Background: an optimization exercise with open tools, aiming at small area, a short achievable clock period and few clock cycles per item. Do not read the settings as production practice.
In this exercise RTL edits were held to simulation tests only and were not proved equivalent to the original.
Power figures rest on the tool's default switching activity, not on a simulated workload.

Setup of pepper:
// array_doubly_linked_list_top
module array_doubly_linked_list_top (
    input  logic                       i_clk,
    input  logic                       i_rst_n,
    input  logic                       i_req_valid,
    output logic                       o_req_ready,
    input  logic        [REQ_W-1:0]    i_req_type,
    input  logic        [RANK_W-1:0]   i_node_rank,
    input  logic signed [VALUE_W-1:0]  i_item_value,
    output logic                       o_res_valid,
    input  logic                       i_res_ready,
    output logic signed [VALUE_W-1:0]  o_read_value,
    output logic        [STATUS_W-1:0] o_status,
    output logic                       o_last
);
clock: 7.0 ns
lec_check: 0
abc_clock_period_in_ps: 2500
cap_margin: 20
core_margin: 2
core_utilization: 40
cts_cluster_diameter: 100
cts_cluster_size: 24
setup_slack_margin: 4.0
slew_margin: 20
tns_end_percent: 100
run.sh (not shown) runs the stock make flow with config.mk's settings and CLKGATE_MAP_FILE= SYNTH_SCRIPT=/design/flow/synth_recipe.tcl, a recipe that flattens the netlist after the stock synthesis.
Testbench counts of pepper, summed over its fixed seeds: cycles 9,566, items 3,840.
The inputs of amber differ from those of pepper as listed below.
--- a/flow/design.v
+++ b/flow/design.v
@@ -148,42 +148,43 @@
     logic [N-1:0]  src_m;
     logic          src_new;
     assign nxt_rank = r_ready ? i_node_rank : r_rq_rank;
     always_comb begin
         for (int i = 0; i < N; i++) src_m[i] = r_ready ? (lt[i] && r_pos[i] == i_node_rank) : r_match[i];
         src_new = ro_step ? src_m[0] : (nxt_rank == r_next);
     end
     logic [N-1:0][RW-1:0] pos_n;
+    logic [N-1:0]         pos_we;
     logic [N-1:0]         match_n;
     always_comb begin
         for (int i = 0; i < N; i++) begin
             logic ld, sr, sl;
             logic [RW-1:0] below, above;
             below = (i > 0)     ? r_pos[(i > 0 ? i - 1 : 0)] : '0;
             above = (i < N - 1) ? r_pos[(i < N - 1 ? i + 1 : 0)] : '0;
             ld = (ins_en && ((is_pf && i == 0) ||
                              (is_pb && !lt[i] && (i == 0 || lt[(i > 0 ? i - 1 : 0)])) ||
                              (is_insl && m[i]) ||
                              (is_insr && i > 0 && m[(i > 0 ? i - 1 : 0)]))) ||
                  (ro_step && lt[i] && !lt[i+1]);
             sr = ins_en && i > 0 && g[(i > 0 ? i - 1 : 0)];
             sl = (del_en && ge[i]) || (ro_step && lt[i+1]);
-            if (ld)      pos_n[i] = bus;
-            else if (sr) pos_n[i] = below;
-            else if (sl) pos_n[i] = above;
-            else         pos_n[i] = r_pos[i];
-            if (ld)      match_n[i] = src_new;
-            else if (sr) match_n[i] = (i > 0)     ? src_m[(i > 0 ? i - 1 : 0)]     : 1'b0;
-            else if (sl) match_n[i] = (i < N - 1) ? src_m[(i < N - 1 ? i + 1 : 0)] : 1'b0;
-            else         match_n[i] = src_m[i];
+            pos_we[i]  = ld | sr | sl;
+            pos_n[i]   = ({RW{ld}} & bus) | ({RW{sr}} & below) | ({RW{sl}} & above);
+            match_n[i] = (ld & src_new) |
+                         (sr & ((i > 0)     ? src_m[(i > 0 ? i - 1 : 0)]     : 1'b0)) |
+                         (sl & ((i < N - 1) ? src_m[(i < N - 1 ? i + 1 : 0)] : 1'b0)) |
+                         (!(ld | sr | sl) & src_m[i]);
         end
     end
     always_ff @(posedge i_clk) begin
-        r_pos   <= pos_n;
+        for (int i = 0; i < N; i++) begin
+            if (pos_we[i]) r_pos[i] <= pos_n[i];
+        end
         r_match <= match_n;
     end
     always_ff @(posedge i_clk) begin
         for (int k = 1; k <= N; k++) begin
             if (r_rq_new && r_next == RW'(k)) r_val[k] <= r_rq_val;
         end
     end
     logic [N:1] r_front;
[summary]
Per the final summary, amber finished and its layout is clean on timing, DRC and antenna. Going from pepper to amber, number of cells after detailed placement shrinks by 202. Reported for amber and pepper, antenna violation net count after detailed routing turned out identical to the last digit. Against pepper, amber comes in 0.9 points higher on portion of total power attributed to the clock network. amber against pepper; cell count after synthesis is down slightly. The higher area growth from synthesis to layout of amber and pepper is in amber. Compared with pepper, in amber maximum frequency shrank by 2.1%; detailed placement HPWL was more or less identical; proportion of cell area occupied by registers increased 1.3 points; cell area after technology mapping fell by 2700 µm²; minimum period implied by the final worst setup slack rose 0.068 ns.
Testbench counts of amber, summed over its fixed seeds: cycles 9,566, items 3,840.

re-timing with driven ports:
Ports are ideal in the flow. The routed layouts listed here were re-timed in OpenROAD.
Step 1 (the two cells are an assumption about what drives the block):
set clk [get_ports {i_clk}]
set_driving_cell -lib_cell sky130_fd_sc_hd__clkbuf_16 $clk
set_driving_cell -lib_cell sky130_fd_sc_hd__buf_2 [delete_from_list [all_inputs] $clk]
Step 2, shift: input delay + t, output delay - t, t = (earliest + latest rising clock arrival at the registers) / 2. This alone moves slack from input paths to output paths.
a / b / c = no drivers / after step 1 / after step 2; a / b = the first two.
run | shift t [ns] | setup WS [ns] | hold slack, ns | worst register clock-pin slew, ns
pepper | 0.942 | 3.884 / 3.884 / 3.187 | 0.483 / 0.473 / 0.483 | 0.11 / 0.11
amber | 0.928 | 3.816 / 3.816 / 3.157 | 0.483 / 0.483 / 0.483 | 0.11 / 0.11
After both steps every run listed still meets setup and hold. For pepper, which loses most, drivers alone change the setup slack by 0.000 ns; drivers and shift together by -0.697 ns.
